This design comes from an exercise in tuning for small area on the open sky130 flow, not from production work. Only simulation tests tie the RTL to the original design; equivalence was not proved. Power figures rest on the tool's default switching activity, not on a simulated workload.

`flow/config.mk`:
```
export PLATFORM = sky130hd
export DESIGN_NAME = mc_pi_top
export DESIGN_NICKNAME = mc_pi_top
export VERILOG_FILES = /design/flow/design.v
export SDC_FILE = /design/flow/constraint.sdc
export NUM_CORES = 4
export LEC_CHECK = 0
export CAP_MARGIN = 20
export CORE_MARGIN = 2
export CORE_UTILIZATION = 40
export SLEW_MARGIN = 20
```
`flow/constraint.sdc`:
```
create_clock -name core_clock -period 10.0 [get_ports {clk}]
set_input_delay 2.0000 -clock core_clock [delete_from_list [all_inputs] [get_ports {clk}]]
set_output_delay 2.0000 -clock core_clock [all_outputs]
set_load 0.01 [all_outputs]
```
`flow/design.v`:
```
`timescale 1ns/1ps
`default_nettype none
module vga_timing (
  input  logic       clk,
  input  logic       rst_n,
  output logic [9:0] hc,
  output logic [9:0] vc
);
  always_ff @(posedge clk) begin
    if (!rst_n) begin
      hc <= 10'd799;
      vc <= 10'd524;
    end else if (hc == 10'd799) begin
      hc <= 10'd0;
      vc <= (vc == 10'd524) ? 10'd0 : vc + 10'd1;
    end else begin
      hc <= hc + 10'd1;
    end
  end
endmodule
`default_nettype wire
`timescale 1ns/1ps
`default_nettype none
module point_sampler (
  input  logic        clk,
  input  logic        rst_n,
  input  logic        run,
  output logic [19:0] q,
  output logic        p
);
  logic s;
  always_ff @(posedge clk) begin
    if (!rst_n) begin
      s <= 1'b0;
      p <= 1'b0;
      q <= 20'h80A01;
    end else begin
      s <= run;
      p <= s;
      if (s) q <= {q[18:0], q[19] ^ q[18] ^ q[17] ^ q[15]};
    end
  end
endmodule
`default_nettype wire
`timescale 1ns/1ps
`default_nettype none
module hit_classifier (
  input  logic [19:0] q,
  output logic        in_sq,
  output logic        in_circ
);
  logic [9:0] x, y;
  logic [8:0] xs, ys;
  logic [7:0] ax, ay;
  logic       c_in;
  assign x = q[9:0];
  assign y = q[19:10];
  assign in_sq = (x > 10'd160) && (x < 10'd480) && (y > 10'd80) && (y < 10'd400);
  assign xs = x[8:0] - 9'd320;
  assign ys = y[8:0] - 9'd240;
  assign ax = xs[8] ? 8'd0 - xs[7:0] : xs[7:0];
  assign ay = ys[8] ? 8'd0 - ys[7:0] : ys[7:0];
  mc_circ u_circ (.a(ax), .b(ay), .o(c_in));
  assign in_circ = in_sq && c_in;
endmodule
`default_nettype wire
module mc_circ(a, b, o);
  input [7:0] a;
  wire [7:0] a;
  input [7:0] b;
  wire [7:0] b;
  output o;
  wire o;
  wire _000_;
  wire _001_;
  wire _002_;
  wire _003_;
  wire _004_;
  wire _005_;
  wire _006_;
  wire _007_;
  wire _008_;
  wire _009_;
  wire _010_;
  wire _011_;
  wire _012_;
  wire _013_;
  wire _014_;
  wire _015_;
  wire _016_;
  wire _017_;
  wire _018_;
  wire _019_;
  wire _020_;
  wire _021_;
  wire _022_;
  wire _023_;
  wire _024_;
  wire _025_;
  wire _026_;
  wire _027_;
  wire _028_;
  wire _029_;
  wire _030_;
  wire _031_;
  wire _032_;
  wire _033_;
  wire _034_;
  wire _035_;
  wire _036_;
  wire _037_;
  wire _038_;
  wire _039_;
  wire _040_;
  wire _041_;
  wire _042_;
  wire _043_;
  wire _044_;
  wire _045_;
  wire _046_;
  wire _047_;
  wire _048_;
  wire _049_;
  wire _050_;
  wire _051_;
  wire _052_;
  wire _053_;
  wire _054_;
  wire _055_;
  wire _056_;
  wire _057_;
  wire _058_;
  wire _059_;
  wire _060_;
  wire _061_;
  wire _062_;
  wire _063_;
  wire _064_;
  wire _065_;
  wire _066_;
  wire _067_;
  wire _068_;
  wire _069_;
  wire _070_;
  wire _071_;
  wire _072_;
  wire _073_;
  wire _074_;
  wire _075_;
  wire _076_;
  wire _077_;
  wire _078_;
  wire _079_;
  wire _080_;
  wire _081_;
  wire _082_;
  wire _083_;
  wire _084_;
  wire _085_;
  wire _086_;
  wire _087_;
  wire _088_;
  wire _089_;
  wire _090_;
  wire _091_;
  wire _092_;
  wire _093_;
  wire _094_;
  wire _095_;
  wire _096_;
  wire _097_;
  wire _098_;
  wire _099_;
  wire _100_;
  wire _101_;
  wire _102_;
  wire _103_;
  wire _104_;
  wire _105_;
  wire _106_;
  wire _107_;
  wire _108_;
  wire _109_;
  wire _110_;
  wire _111_;
  wire _112_;
  wire _113_;
  wire _114_;
  wire _115_;
  wire _116_;
  wire _117_;
  wire _118_;
  wire _119_;
  wire _120_;
  wire _121_;
  wire _122_;
  wire _123_;
  wire _124_;
  wire _125_;
  wire _126_;
  wire _127_;
  wire _128_;
  wire _129_;
  wire _130_;
  wire _131_;
  wire _132_;
  wire _133_;
  wire _134_;
  wire _135_;
  wire _136_;
  wire _137_;
  wire _138_;
  wire _139_;
  wire _140_;
  wire _141_;
  wire _142_;
  wire _143_;
  wire _144_;
  wire _145_;
  wire _146_;
  wire _147_;
  wire _148_;
  wire _149_;
  wire _150_;
  wire _151_;
  wire _152_;
  wire _153_;
  wire _154_;
  wire _155_;
  wire _156_;
  wire _157_;
  wire _158_;
  wire _159_;
  wire _160_;
  wire _161_;
  wire _162_;
  wire _163_;
  wire _164_;
  wire _165_;
  wire _166_;
  wire _167_;
  wire _168_;
  wire _169_;
  wire _170_;
  wire _171_;
  wire _172_;
  wire _173_;
  wire _174_;
  wire _175_;
  wire _176_;
  wire _177_;
  wire _178_;
  wire _179_;
  wire _180_;
  wire _181_;
  wire _182_;
  wire _183_;
  wire _184_;
  wire _185_;
  wire _186_;
  wire _187_;
  wire _188_;
  wire _189_;
  wire _190_;
  wire _191_;
  wire _192_;
  wire _193_;
  wire _194_;
  wire _195_;
  wire _196_;
  wire _197_;
  wire _198_;
  wire _199_;
  wire _200_;
  wire _201_;
  wire _202_;
  wire _203_;
  wire _204_;
  wire _205_;
  wire _206_;
  wire _207_;
  wire _208_;
  wire _209_;
  wire _210_;
  wire _211_;
  wire _212_;
  wire _213_;
  wire _214_;
  wire _215_;
  wire _216_;
  wire _217_;
  wire _218_;
  wire _219_;
  wire _220_;
  wire _221_;
  wire _222_;
  wire _223_;
  wire _224_;
  wire _225_;
  wire _226_;
  wire _227_;
  wire _228_;
  wire _229_;
  wire _230_;
  wire _231_;
  wire _232_;
  wire _233_;
  wire _234_;
  wire _235_;
  wire _236_;
  wire _237_;
  wire _238_;
  wire _239_;
  wire _240_;
  assign _080_ = ~b[7];
  assign _091_ = ~(a[0] | b[3]);
  assign _102_ = a[2] & ~(_091_);
  assign _113_ = ~b[4];
  assign _124_ = _102_ & ~(_113_);
  assign _135_ = ~(a[5] | b[5]);
  assign _146_ = a[6] | b[6];
  assign _157_ = _135_ & ~(_146_);
  assign _167_ = _124_ | ~(_157_);
  assign _168_ = a[4] | a[6];
  assign _169_ = _135_ & ~(_168_);
  assign _170_ = _169_ & ~(b[4]);
  assign _171_ = ~(a[0] | b[1]);
  assign _172_ = a[1] & b[2];
  assign _173_ = _171_ & ~(_172_);
  assign _174_ = a[2] & ~(_173_);
  assign _175_ = _170_ & ~(_174_);
  assign _176_ = ~(b[3] | a[7]);
  assign _177_ = a[4] & b[4];
  assign _178_ = _177_ | a[2];
  assign _179_ = _176_ & ~(_178_);
  assign _180_ = a[1] & b[1];
  assign _181_ = a[0] & b[0];
  assign _182_ = _180_ & _181_;
  assign _183_ = _179_ & ~(_182_);
  assign _184_ = _175_ | _183_;
  assign _185_ = _176_ & ~(a[4]);
  assign _186_ = ~(a[0] | b[0]);
  assign _187_ = _186_ & ~(_180_);
  assign _188_ = ~(a[1] | b[1]);
  assign _189_ = _187_ | _188_;
  assign _190_ = b[2] & ~(_189_);
  assign _191_ = _185_ & ~(_190_);
  assign _192_ = _184_ | _191_;
  assign _193_ = _167_ & ~(_192_);
  assign _194_ = _080_ & ~(_193_);
  assign _195_ = ~(_146_ | b[5]);
  assign _196_ = ~_176_;
  assign _197_ = _195_ & ~(_196_);
  assign _198_ = ~(a[3] | b[7]);
  assign _199_ = ~(_146_ | a[5]);
  assign _200_ = _198_ & _199_;
  assign _201_ = _197_ | _200_;
  assign _202_ = ~(_201_ & _188_);
  assign _203_ = ~(a[2] | b[1]);
  assign _204_ = b[3] | b[7];
  assign _205_ = _169_ & ~(_204_);
  assign _206_ = _172_ | ~(_205_);
  assign _207_ = b[6] | ~(_135_);
  assign _208_ = _207_ | b[4];
  assign _209_ = ~(_208_ | _196_);
  assign _210_ = _206_ & ~(_209_);
  assign _211_ = _203_ & ~(_210_);
  assign _212_ = _202_ & ~(_211_);
  assign _213_ = _186_ & ~(_212_);
  assign _214_ = _194_ | _213_;
  assign _215_ = ~(a[1] | b[2]);
  assign _216_ = ~_215_;
  assign _217_ = _102_ | _216_;
  assign _218_ = _199_ & ~(_217_);
  assign _219_ = ~(a[4] | a[7]);
  assign _220_ = _218_ | _219_;
  assign _221_ = _180_ & ~(_186_);
  assign _222_ = _221_ | b[2];
  assign _223_ = _188_ & ~(a[0]);
  assign _224_ = ~(a[2] | b[2]);
  assign _225_ = _223_ | _224_;
  assign _226_ = _222_ & ~(_225_);
  assign _227_ = _176_ & ~(_226_);
  assign _228_ = _220_ | _227_;
  assign _229_ = ~(b[4] | b[7]);
  assign _230_ = ~_229_;
  assign _231_ = _228_ & ~(_230_);
  assign _232_ = a[3] & ~(_215_);
  assign _233_ = _232_ | b[7];
  assign _234_ = a[0] & b[3];
  assign _235_ = b[1] | b[2];
  assign _236_ = _234_ | _235_;
  assign _237_ = _080_ & ~(_236_);
  assign _238_ = _219_ | _176_;
  assign _239_ = _237_ | _238_;
  assign _240_ = ~(a[0] & b[1]);
  assign _000_ = b[0] & ~(_240_);
  assign _001_ = ~(_000_ & b[3]);
  assign _002_ = a[1] | b[7];
  assign _003_ = _001_ & ~(_002_);
  assign _004_ = _239_ | _003_;
  assign _005_ = _233_ & ~(_004_);
  assign _006_ = _157_ & ~(_005_);
  assign _007_ = _231_ | _006_;
  assign _008_ = a[2] & b[1];
  assign _009_ = _215_ & ~(_008_);
  assign _010_ = ~(b[0] | a[3]);
  assign _011_ = _009_ & _010_;
  assign _012_ = a[2] | a[3];
  assign _013_ = ~(_012_ | _235_);
  assign _014_ = _011_ | _013_;
  assign _015_ = _207_ | ~(_185_);
  assign _016_ = _014_ & ~(_015_);
  assign _017_ = ~(a[5] & b[5]);
  assign _018_ = ~(a[6] & b[6]);
  assign _019_ = _017_ | _018_;
  assign _020_ = _188_ & ~(_181_);
  assign _021_ = _177_ | ~(_224_);
  assign _022_ = _020_ & ~(_021_);
  assign _023_ = _019_ | _022_;
  assign _024_ = b[7] | a[7];
  assign _025_ = _023_ & ~(_024_);
  assign _026_ = _016_ | _025_;
  assign _027_ = ~(a[3] & b[2]);
  assign _028_ = _027_ | _203_;
  assign _029_ = ~(a[1] | b[0]);
  assign _030_ = _029_ & ~(_008_);
  assign _031_ = _028_ | _030_;
  assign _032_ = _208_ | ~(_219_);
  assign _033_ = _031_ & ~(_032_);
  assign _034_ = _026_ | _033_;
  assign _035_ = _181_ & a[1];
  assign _036_ = ~(_035_ | b[1]);
  assign _037_ = a[3] & ~(_036_);
  assign _038_ = _037_ | b[2];
  assign _039_ = _215_ & ~(b[0]);
  assign _040_ = ~(_180_ | a[3]);
  assign _041_ = _039_ | _040_;
  assign _042_ = ~a[4];
  assign _043_ = _224_ | _042_;
  assign _044_ = _043_ | _010_;
  assign _045_ = _041_ | _044_;
  assign _046_ = _020_ | ~(a[3]);
  assign _047_ = _046_ & ~(a[2]);
  assign _048_ = _045_ | _047_;
  assign _049_ = _038_ & ~(_048_);
  assign _050_ = _209_ & ~(_049_);
  assign _051_ = _034_ | _050_;
  assign _052_ = _007_ | _051_;
  assign _053_ = _214_ | _052_;
  assign _054_ = ~(b[0] | b[1]);
  assign _055_ = _172_ & ~(_054_);
  assign _056_ = _055_ | b[3];
  assign _057_ = _216_ | _000_;
  assign _058_ = ~(_057_ & _124_);
  assign _059_ = _056_ & ~(_058_);
  assign _060_ = _200_ & ~(_059_);
  assign _061_ = ~(a[3] | b[1]);
  assign _062_ = ~(_061_ | _203_);
  assign _063_ = b[2] & ~(_010_);
  assign _064_ = ~(_062_ & _063_);
  assign _065_ = ~(b[0] & a[3]);
  assign _066_ = a[1] | a[2];
  assign _067_ = _065_ & ~(_066_);
  assign _068_ = _064_ | _067_;
  assign _069_ = _068_ | _036_;
  assign _070_ = ~a[7];
  assign _071_ = ~(_157_ & _070_);
  assign _072_ = _069_ & ~(_071_);
  assign _073_ = _060_ | _072_;
  assign _074_ = _199_ & ~(_230_);
  assign _075_ = a[2] | b[3];
  assign _076_ = ~(_066_ | _000_);
  assign _077_ = _075_ & ~(_076_);
  assign _078_ = _074_ & ~(_077_);
  assign _079_ = _169_ & _198_;
  assign _081_ = _078_ | _079_;
  assign _082_ = _020_ & ~(b[2]);
  assign _083_ = _240_ | ~(_172_);
  assign _084_ = _083_ & ~(b[3]);
  assign _085_ = _082_ | _084_;
  assign _086_ = _203_ & ~(a[0]);
  assign _087_ = _086_ | _224_;
  assign _088_ = _215_ & _186_;
  assign _089_ = _087_ | _088_;
  assign _090_ = _085_ | _089_;
  assign _092_ = _077_ & ~(_090_);
  assign _093_ = _081_ & ~(_092_);
  assign _094_ = _073_ | _093_;
  assign _095_ = ~(_199_ & _080_);
  assign _096_ = _095_ & ~(_197_);
  assign _097_ = _042_ & ~(_096_);
  assign _098_ = _233_ & _204_;
  assign _099_ = _170_ & ~(_098_);
  assign _100_ = _097_ | _099_;
  assign _101_ = a[3] | ~(_186_);
  assign _103_ = _009_ & ~(_101_);
  assign _104_ = _013_ & ~(_035_);
  assign _105_ = _103_ | _104_;
  assign _106_ = _208_ | a[7];
  assign _107_ = _105_ & ~(_106_);
  assign _108_ = _188_ & ~(_204_);
  assign _109_ = _108_ | _229_;
  assign _110_ = _224_ & ~(a[0]);
  assign _111_ = ~(_110_ & _199_);
  assign _112_ = _109_ & ~(_111_);
  assign _114_ = _066_ | b[2];
  assign _115_ = _114_ | _000_;
  assign _116_ = _205_ & ~(_115_);
  assign _117_ = _112_ | _116_;
  assign _118_ = _107_ | _117_;
  assign _119_ = _100_ | _118_;
  assign _120_ = _035_ | ~(_203_);
  assign _121_ = ~(_012_ & _063_);
  assign _122_ = _040_ & _240_;
  assign _123_ = _121_ | _122_;
  assign _125_ = _120_ & ~(_123_);
  assign _126_ = _197_ & ~(_125_);
  assign _127_ = _119_ | _126_;
  assign _128_ = _094_ | _127_;
  assign _129_ = _224_ & ~(b[0]);
  assign _130_ = _203_ & ~(_063_);
  assign _131_ = _129_ | _130_;
  assign _132_ = _131_ | ~(_038_);
  assign _133_ = ~(_132_ & _219_);
  assign _134_ = _013_ & _029_;
  assign _136_ = b[4] & ~(_134_);
  assign _137_ = _070_ & ~(_136_);
  assign _138_ = _133_ & ~(_137_);
  assign _139_ = _195_ & ~(_138_);
  assign _140_ = _128_ | _139_;
  assign _141_ = _053_ | _140_;
  assign _142_ = ~(_182_ | b[2]);
  assign _143_ = b[3] & ~(_142_);
  assign _144_ = _143_ | _177_;
  assign _145_ = a[2] & ~(_189_);
  assign _147_ = _113_ & ~(_145_);
  assign _148_ = _144_ & ~(_147_);
  assign _149_ = _148_ | a[7];
  assign _150_ = _173_ | _215_;
  assign _151_ = ~(a[6] | b[4]);
  assign _152_ = ~(_151_ & _135_);
  assign _153_ = _152_ | _075_;
  assign _154_ = _150_ & ~(_153_);
  assign _155_ = ~(_224_ & _176_);
  assign _156_ = _189_ & ~(_155_);
  assign _158_ = _154_ | _156_;
  assign _159_ = _221_ | a[2];
  assign _160_ = _029_ & ~(b[1]);
  assign _161_ = _160_ | _224_;
  assign _162_ = _159_ & ~(_161_);
  assign _163_ = _219_ & ~(_162_);
  assign _164_ = _158_ | _163_;
  assign _165_ = _149_ & ~(_164_);
  assign _166_ = _198_ & ~(_165_);
  assign o = _141_ | _166_;
endmodule
`timescale 1ns/1ps
`default_nettype none
module hit_tally (
  input  logic        clk,
  input  logic        rst_n,
  input  logic        p,
  input  logic        in_sq,
  input  logic        in_circ,
  input  logic [17:0] pt,
  output logic [31:0] tally,
  output logic [17:0] mark,
  output logic        mon
);
  logic [15:0] ch, sh;
  always_ff @(posedge clk) begin
    if (!rst_n) begin
      ch  <= 16'd0;
      sh  <= 16'd0;
      mon <= 1'b0;
    end else if (p) begin
      if (in_circ) ch <= ch + 16'd1;
      if (in_sq) begin
        sh  <= sh + 16'd1;
        mon <= 1'b1;
      end
    end
  end
  always_ff @(posedge clk) begin
    if (p && in_sq) mark <= pt;
  end
  assign tally = {ch, sh};
endmodule
`default_nettype wire
`timescale 1ns/1ps
`default_nettype none
module board_renderer (
  input  logic        clk,
  input  logic        rst_n,
  input  logic [9:0]  hc,
  input  logic [9:0]  vc,
  input  logic [17:0] mark,
  input  logic        mon,
  output logic [7:0]  vga
);
  logic hbox, vbox, hedge, vedge;
  assign hbox  = (hc >= 10'd160) && (hc <= 10'd480);
  assign vbox  = (vc >= 10'd80)  && (vc <= 10'd400);
  assign hedge = (hc == 10'd160) || (hc == 10'd480);
  assign vedge = (vc == 10'd80)  || (vc == 10'd400);
  logic signed [15:0] fr;
  logic signed [9:0]  fstep;
  logic               fen, frow;
  assign frow  = (hc == 10'd480);
  assign fen   = hbox && vbox && !(frow && (vc == 10'd400));
  assign fstep = frow ? {vc[8:0] - 9'd240, 1'b1} : {hc[8:0] - 9'd320, 1'b1};
  always_ff @(posedge clk) begin
    if (!rst_n) begin
      fr <= 16'sd25919;
    end else if (fen) begin
      fr <= fr + {{6{fstep[9]}}, fstep};
    end
  end
  logic on_ring, red, hsync, vsync;
  assign on_ring = (fr >= 16'sd0) && (fr <= 16'sd319);
  assign red     = hbox && vbox && (on_ring || (hedge ^ vedge));
  assign hsync   = !((hc >= 10'd656) && (hc < 10'd752));
  assign vsync   = !((vc >= 10'd490) && (vc < 10'd492));
  logic [9:0] dxm, dym;
  logic       near_x, near_y, gin, green;
  assign dxm    = hc - {1'b0, mark[8:0]};
  assign dym    = vc - {1'b0, mark[17:9]};
  assign near_x = ($signed(dxm) >= -10'sd10) && ($signed(dxm) <= 10'sd8);
  assign near_y = ($signed(dym) >= -10'sd9)  && ($signed(dym) <= 10'sd9);
  assign gin    = (hc >= 10'd160) && (hc <= 10'd478) && (vc > 10'd80) && (vc < 10'd400);
  always_ff @(posedge clk) begin
    if (!rst_n) green <= 1'b0;
    else        green <= mon && near_x && near_y && gin;
  end
  assign vga = {hsync, vsync, {2{red}}, {2{green}}, 2'b00};
endmodule
`default_nettype wire
`timescale 1ns/1ps
`default_nettype none
module mc_pi_top (
  input  logic        clk,
  input  logic        rst_n,
  input  logic        run,
  output logic [7:0]  vga,
  output logic [31:0] tally
);
  logic [9:0]  hc, vc;
  logic [19:0] q;
  logic        p, in_sq, in_circ, mon;
  logic [17:0] mark;
  vga_timing u_timing (.clk(clk), .rst_n(rst_n), .hc(hc), .vc(vc));
  point_sampler u_sampler (.clk(clk), .rst_n(rst_n), .run(run), .q(q), .p(p));
  hit_classifier u_classifier (.q(q), .in_sq(in_sq), .in_circ(in_circ));
  hit_tally u_tally (
    .clk     (clk),
    .rst_n   (rst_n),
    .p       (p),
    .in_sq   (in_sq),
    .in_circ (in_circ),
    .pt      ({q[18:10], q[8:0]}),
    .tally   (tally),
    .mark    (mark),
    .mon     (mon)
  );
  board_renderer u_renderer (
    .clk   (clk),
    .rst_n (rst_n),
    .hc    (hc),
    .vc    (vc),
    .mark  (mark),
    .mon   (mon),
    .vga   (vga)
  );
endmodule
`default_nettype wire
```
`flow/run.sh`:
```
#!/bin/bash
# synth_recipe.tcl (not shown) runs the flow's synth.tcl, then flattens the netlist and writes it again
# the make line also repeats each setting of config.mk as NAME=value (left out here)
make -C /OpenROAD-flow-scripts/flow DESIGN_CONFIG=/design/flow/config.mk WORK_HOME=/design/flow/orfs CLKGATE_MAP_FILE= SYNTH_SCRIPT=/design/flow/synth_recipe.tcl finish
```
==> flow_summary.yaml <==
pwr:
  p_switching_uw: 490
  cell_internal_pwr_uw: 877
  power_per_cell_area_nw_per_um2: 150
  p_seq_frac: 0.390
  power_frac_clock: 0.282
  ir_drop_mv: 0.0858
  swShare: 0.358
  finalPower_uw: 1370
  p_comb_frac: 0.328
  leakagePower_uw: 0.00338
cts:
  post_cts_resized: 0
  clock-sinks: 110
  cts_setup_buffers: 0
  cts-hold-fix-buffers: 0
  cts_tree: "built"
  clockBufferDepth: 2
  numCtsBuffers: 9
  cts.htree.levels: 3
  cts_root_buffer: "clkbuf_16"
  clock_latency_ns: 0.35
  clk_pin_slew_ns: 0.08
global_routing:
  grt_usage: 0.187
  grt_pass1_vias: 6836
  grt_max_degree: 55
  grt_pass1_wl_mm: 34.1
  antenna_found_initial: 0
  grt-ovfl-total: 0
detailed_routing:
  dr.pass1.iters: 5
  route.met3.wl_mm: 1.02
  highest_layer: "met4"
  via_count: 7270
  ant_nets: 0
  drtIter0Drc: 557
  wl_met1_mm: 9.98
  drc: 0
  detail_route.wl_per_cell_um: 15.9
  routed_wirelength_mm: 20.5
  routed_via_density: 5.63
  route.met2.wl_mm: 8.99
floorplanning:
  io_pins: 43
  die_w_um: 149
  initial_utilization: 0.410
  die_h_um: 149
  dieArea_um2: 22100
  coreArea_um2: 20400
  num_rows: 52
timing:
  fmaxAchievable_ghz: 0.187
  tightest_slew_ns: 1.03
  finalMaxSlewViolations: 0
  skew_ns: 0.0100
  relSlewSlack: 0.294
  setup_viol: 0
  period_needed_ns: 5.36
  rsz0062_at_grt: "false"
  final.setup.tns_ns: 0
  fin_crit_sh: 0.536
  hold_viol: 0
run:
  drv_cap: 0
place:
  place_congestion: 0.964
  port_buffers: 40
  placed_area_um2: 8820
  hpwl_mm: 14.7
final_layout:
  most-common-layout-cells: "96 x nor2_1, 92 x dfxtp_1, 77 x nand2_1"
  stdcell_area_um2: 9140
  nets: 1081
  final_common_cell: "nor2_1"
  drive_above_1_share: 0.0529
  syn2layout_area_growth_pct: 9.39
  n_antenna_cell: 0
min_path:
  hold_class: "flop to flop"
  min_path_cells: 2
yosys:
  ys_types: 88
  syn_inst: 1017
  syn-cell-area_um2: 8350
  synth_warnings: 4
  ys_ff_latch: 110
  post_synth.cell_area_avg_um2: 8.21
  synthArstFlopShare: 0
  ys_seq_area_frac: 0.285
  synth-main-ff-cell: "dfxtp_1"
  synth-edff-count: 18
worst_setup_path:
  cp-end-kind: "output port"
  cp_max_fo: 12
  cp.arrival_ns: 3.36
  critPathKind: "flop to output port"
  worstRegToRegCells: 13
  critPathLaunchType: "flop"
  worstPathRequired_ns: 8.00
run_status:
  status: "no timing/DRC/antenna violations"
==> registers in the layout, indices dropped and copies added, names as in the netlist <==
name              cells
u_sampler.q          20
u_tally.mon           1
u_sampler.s           1
u_renderer.green      1
u_timing.vc          10
u_timing.hc          10
u_tally.mark         18
u_renderer.fr        16
u_tally.ch           16
u_tally.sh           16
u_sampler.p           1
==> cells by family after synthesis <==
family | share of synthesized area
AND/OR/NAND/NOR | 0.232
AO/OA/AOI/OAI | 0.194
buffers and inverters | 0.0643
flip-flops | 0.285
XOR/XNOR | 0.0927
adder cells (fa/ha/maj) | 0.0980
multiplexers | 0.0337
other | 0.000449
==> worst max-delay path, cell delays in order, from the launching register on <==
cell	delay (ns)
dfxtp_1	0.49
ha_1	0.31
and3_1	0.21
nand3_1	0.14
nor2_1	0.64
o21ai_0	0.21
a221o_1	0.30
a21oi_1	0.16
clkdlybuf4s50_1	0.56
==> final timing paths <==
check                          from                 to  slack, ns
setup / recovery     u_timing.hc[7]             vga[4]       4.64
hold / removal    u_renderer.fr[15]  u_renderer.fr[15]       0.48
setup reg to reg     u_sampler.q[6]      u_tally.ch[1]       5.15
hold reg to reg   u_renderer.fr[15]  u_renderer.fr[15]       0.48
==> routing by layer <==
layer | vias up | global-route usage
li1 | 3656 | -
met1 | 3367 | 0.262
met2 | 201 | 0.292
met3 | 46 | 0.0371
met4 | 0 | 0.0571
met5 | - | 0
==> power groups by stage <==
| stage | Combinational [uW] | Clock [uW] | Sequential [uW] |
|---|---|---|---|
| CTS | 449 | 392 | 533 |
| global route | 510 | 408 | 539 |
| detailed placement | 445 | 0 | 543 |
| global placement | 444 | 0 | 543 |
| floorplan | 379 | 0 | 508 |
| finish | 449 | 385 | 533 |
==> area by class of cell <==
type,count,area [um2]
clock inverter,5,62.6
sequential,110,2380
tap,270,338
inverter,62,233
clock buffer,11,254
timing repair buffer,44,430
multi-input combinational,789,5440
fill,2003,11200
==> synth_stat cells (10+ instances only) <==
library cell  instances  area [um2]
a21oi_1              57         285
nand2_1              77         289
nor2b_1              11        68.8
inv_1                61         229
o31ai_1              11        82.6
buf_4                10        75.1
o211ai_1             18         135
ha_1                 59         738
nand4_1              13        81.3
xnor2_1              39         342
edfxtp_1             18         541
xor2_1               37         324
and2_1               15        93.8
or3_1                11        68.8
mux2i_1              27         270
and3_1               12        75.1
a31oi_1              12        75.1
clkbuf_1             32         120
nor2_1               96         360
nand3_1              44         220
o21ai_0              48         240
o21ai_1              10        50.1
or4_1                12        90.1
nor3_1               30         150
dfxtp_1              92        1840
==> metrics by stage <==
step	worst slack, ns	util	hold WS (ns)	cells
after floorplan	5.98	-	0.403	1018
after global placement	5.21	0.433	0.461	1275
after detailed placement	5.09	0.433	0.471	1275
after CTS	4.71	0.449	0.480	1291
after global routing	4.34	0.449	0.495	1291
final	4.64	0.449	0.480	1291

## separate check: timing with driven ports
In the flow no input, the clock included, has a driving cell. The finished layout below was timed again as built, in two steps.
Step 1 sets driving cells, clkbuf_16 on the clock port and buf_2 on the other inputs (assumed; they add their load-dependent delay and slew).
Step 2 also shifts input and output timing later by t, the mid clock arrival at the registers, as if the neighbouring blocks saw the same clock.
a / b / c = ideal ports / drivers / drivers and shift; a / b = the first two.
t (ns): 0.398
setup slack, ns: 4.639 / 4.591 / 4.989
worst data-port slew with drivers (ns): 0.03
pins driven straight from the clock port: 1
After both steps setup and hold are still met in this run. The setup slack of this run moves by -0.048 ns with the drivers and by +0.350 ns with both steps.
